Background: an optimization exercise with open tools, aiming at small area, a short achievable clock period and few clock cycles. Do not read the settings as production practice.
Only simulation tests tie the RTL to the original design; equivalence was not proved.

==> job 9972: inputs <==
## ex_stage
module ex_stage (
    input  logic           clk,
    input  logic           rst_n,
    input  logic           d_hready,
    input  ex_pkg::ex_op_t op,
    input  ex_pkg::xlen_t  op1,
    input  ex_pkg::xlen_t  op2,
    output ex_pkg::xlen_t  ex_res,
    output ex_pkg::xlen_t  addr_res,
    output logic           div_busy
);
clock: 21.0 ns
lec_check: 0
abc_area: 1
cap_margin: 20
core_margin: 2
core_utilization: 40
setup_slack_margin: 5
slew_margin: 20
run.sh (not shown) runs the stock make flow with config.mk's settings and CLKGATE_MAP_FILE= SYNTH_SCRIPT=/design/flow/synth_recipe.tcl, a recipe that flattens the netlist after the stock synthesis.
==> job 2391: changes against job 9972 <==
--- a/flow/design.v
+++ b/flow/design.v
@@ -127,23 +127,22 @@
     assign prep.shift_l   = shift_l;
 endmodule
 `timescale 1ns/100ps
 module ex_alu (
     input  ex_pkg::ex_prep_t prep,
     input  ex_pkg::xlen_t    op1,
     input  ex_pkg::xlen_t    op2,
     output ex_pkg::xlen_t    alu_res,
+    input  logic [32:0] diff,      
     output ex_pkg::xlen_t    addr_res
 );
-    logic [32:0]      diff;
     logic                   slt;
     logic                   sltu;
     logic [32+1:0]    add_r;
-    logic [32+1:0]    sub_r;
     function automatic logic [32+1:0] add33(input logic [32:0] a,
                                                   input logic [32:0] b,
                                                   input logic cin);
         logic [32:0] p0;
         logic [32:0] g;
         logic [32:0] p;
         p0 = a ^ b;
         g  = a & b;
@@ -160,18 +159,16 @@
                 g[j] = g[j] | (p[j] & g[j - l / 2]);
                 p[j] = p[j] & p[j - l / 2];
             end
         end
         add33 = {g[32], p0 ^ {g[32-1:0], cin}};
     endfunction
     assign add_r    = add33({1'b0, op1}, {1'b0, op2}, 1'b0);
     assign addr_res = add_r[32-1:0];
-    assign sub_r = add33({1'b0, op1}, {1'b1, ~op2}, 1'b1);
-    assign diff  = sub_r[32:0];
     assign sltu = diff[32];
     assign slt  = (op1[32-1] ^ op2[32-1]) ? op1[32-1] : diff[32-1];
     always_comb begin
         case (prep.op)
             ex_pkg::OP_ADD:                 alu_res = addr_res;
             ex_pkg::OP_SUB:                 alu_res = diff[32-1:0];
             ex_pkg::OP_SLT:                 alu_res = {{(32-1){1'b0}}, slt};
             ex_pkg::OP_SLTU:                alu_res = {{(32-1){1'b0}}, sltu};
@@ -1409,16 +1406,17 @@
 module ex_divider (
     input  logic                clk,
     input  logic                rst_n,
     input  logic                d_hready,
     input  ex_pkg::ex_prep_t    prep,
     input  ex_pkg::xlen_t       op1,
     input  ex_pkg::xlen_t       op2,
     output ex_pkg::xlen_t       div_res,
+    output logic [32:0]   sub_res,         
     output logic                div_busy
 );
     localparam int LR = 2;
     localparam int R  = 1 << LR;
     localparam int CW = 5 - LR;           
     function automatic logic [6-1:0] lzc(input logic [32-1:0] v);
         logic [15:0] v16;
         logic [7:0]  v8;
@@ -1501,38 +1499,42 @@
         else k = lz_b - lz_a;
     end
     assign m = k[4:LR];    
     always_comb begin
         logic [3*32-1:0] t;
         t = {32'(0), mag_a, {32{div_zero}}} << {~m, {LR{1'b0}}};
         x_init = t[3*32-1:32];
     end
-    assign addend = {1'b1, op2 ^ {32{~neg_b_q}}};
-    assign cin    = ~neg_b_q;
+    assign addend = {1'b1, op2 ^ {32{~(busy_q & neg_b_q)}}};
+    assign cin    = ~(busy_q & neg_b_q);
     logic [32:0] st_ps  [R];
     logic [32:0] st_sum [R];
     logic              st_fit [R];
     logic [32+1:0] st_r [R];
     logic [32-1:0] st_p [R+1];
     logic [32-1:0] st_q [R+1];
     assign st_p[0] = x_q[2*32-1:32];
     assign st_q[0] = x_q[32-1:0];
     genvar gi;
     generate
         for (gi = 0; gi < R; gi++) begin : g_step
-            assign st_ps[gi] = {st_p[gi], st_q[gi][32-1]};
+            if (gi == 0)
+                assign st_ps[gi] = busy_q ? {st_p[gi], st_q[gi][32-1]} : {1'b0, op1};
+            else
+                assign st_ps[gi] = {st_p[gi], st_q[gi][32-1]};
             assign st_r[gi]   = add33(st_ps[gi], addend, cin);
             assign st_sum[gi] = st_r[gi][32:0];
             assign st_fit[gi] = st_r[gi][32+1];
             assign st_q[gi+1] = {st_q[gi][32-2:0], st_fit[gi]};
             assign st_p[gi+1] = st_fit[gi] ? st_sum[gi][32-1:0] : st_ps[gi][32-1:0];
         end
     endgenerate
-    assign x_step = {st_p[R], st_q[R]};
+    assign x_step  = {st_p[R], st_q[R]};
+    assign sub_res = {~st_fit[0], st_sum[0][32-1:0]};
     always_ff @(posedge clk) begin
         if (!rst_n) begin
             busy_q  <= 1'b0;
             valid_q <= 1'b0;
             cnt_q   <= '0;
         end else if (start) begin
             busy_q <= 1'b1;
             cnt_q  <= m;
@@ -1589,28 +1591,30 @@
     output logic           div_busy
 );
     ex_pkg::ex_prep_t    prep;
     ex_pkg::xlen_t       alu_res;
     ex_pkg::xlen_t       mul_res;
     ex_pkg::xlen_t       div_res;
     logic [63:0]         prod;
     logic [4:0]          pow;
+    logic [32:0]         sub_res;
     logic [32:0]         mul_y;
     ex_operand_prep u_operand_prep (
         .op   (op),
         .op1  (op1),
         .op2  (op2),
         .prep (prep)
     );
     ex_alu u_alu (
         .prep     (prep),
         .op1      (op1),
         .op2      (op2),
         .alu_res  (alu_res),
+        .diff     (sub_res),
         .addr_res (addr_res)
     );
     assign pow   = prep.shift_l ? op2[4:0] : (~op2[4:0] + 5'd1);
     assign mul_y = prep.shift ? (33'd1 << pow) : (prep.sign_b ? {op2[31], op2} : {1'b0, op2});
     ex_multiplier u_multiplier (
         .x (prep.sign_a ? {op1[31], op1} : {1'b0, op1}),
         .y (mul_y),
         .p (prod)
@@ -1619,16 +1623,17 @@
     ex_divider u_divider (
         .clk      (clk),
         .rst_n    (rst_n),
         .d_hready (d_hready),
         .prep     (prep),
         .op1      (op1),
         .op2      (op2),
         .div_res  (div_res),
+        .sub_res  (sub_res),
         .div_busy (div_busy)
     );
     ex_result_select u_result_select (
         .prep    (prep),
         .alu_res (alu_res),
         .mul_res (mul_res),
         .div_res (div_res),
         .ex_res  (ex_res)
==> flow/config.mk (replaced) <==
export PLATFORM = sky130hd
export DESIGN_NAME = ex_stage
export DESIGN_NICKNAME = ex_stage
export VERILOG_FILES = /design/flow/design.v
export SDC_FILE = /design/flow/constraint.sdc
export NUM_CORES = 4
export LEC_CHECK = 0
export ABC_AREA = 1
export CAP_MARGIN = 20
export CORE_MARGIN = 2
export CORE_UTILIZATION = 65
export PLACE_DENSITY = 0.75
export SETUP_SLACK_MARGIN = 5
export SLEW_MARGIN = 20
export SYNTH_HIERARCHICAL = 1
export SYNTH_MINIMUM_KEEP_SIZE = 0
==> summary.txt <==
- Job 9972 finished clean. Job 2391 never finished: it broke off in global routing.
- Against job 9972, the synthesized area of job 2391 is lower by about 0.8%.
- Synthesized cell count: job 2391 is smaller than job 9972 (2.7%).
Testbench counts of job 9972, summed over its fixed seeds: cycles 7,562.
Testbench counts of job 2391, summed over its fixed seeds: cycles 7,562.

re-timing with driven ports:
The results above use ideal ports. As a check the final layout listed here was re-extracted and re-timed, cells and wires unchanged. Step 1: set_driving_cell puts a clkbuf_16 on clk and a buf_2 on each other input, an assumption about the parent block. Step 2 times the ports against the registers' clock, not the clock port: input delays grow and output delays shrink by t, the midpoint of the rising clock arrivals with the driver on. Three values: ideal ports, drivers, drivers and shift; two values: the first two.
run: job 9972
t, ns: 0.388
setup WS [ns]: 4.565 / 4.509 / 4.509
pins driven straight from the clock port: 1
After both steps job 9972 still meets setup and hold. The setup slack of job 9972 moves by -0.056 ns with the drivers and by -0.056 ns with both steps.
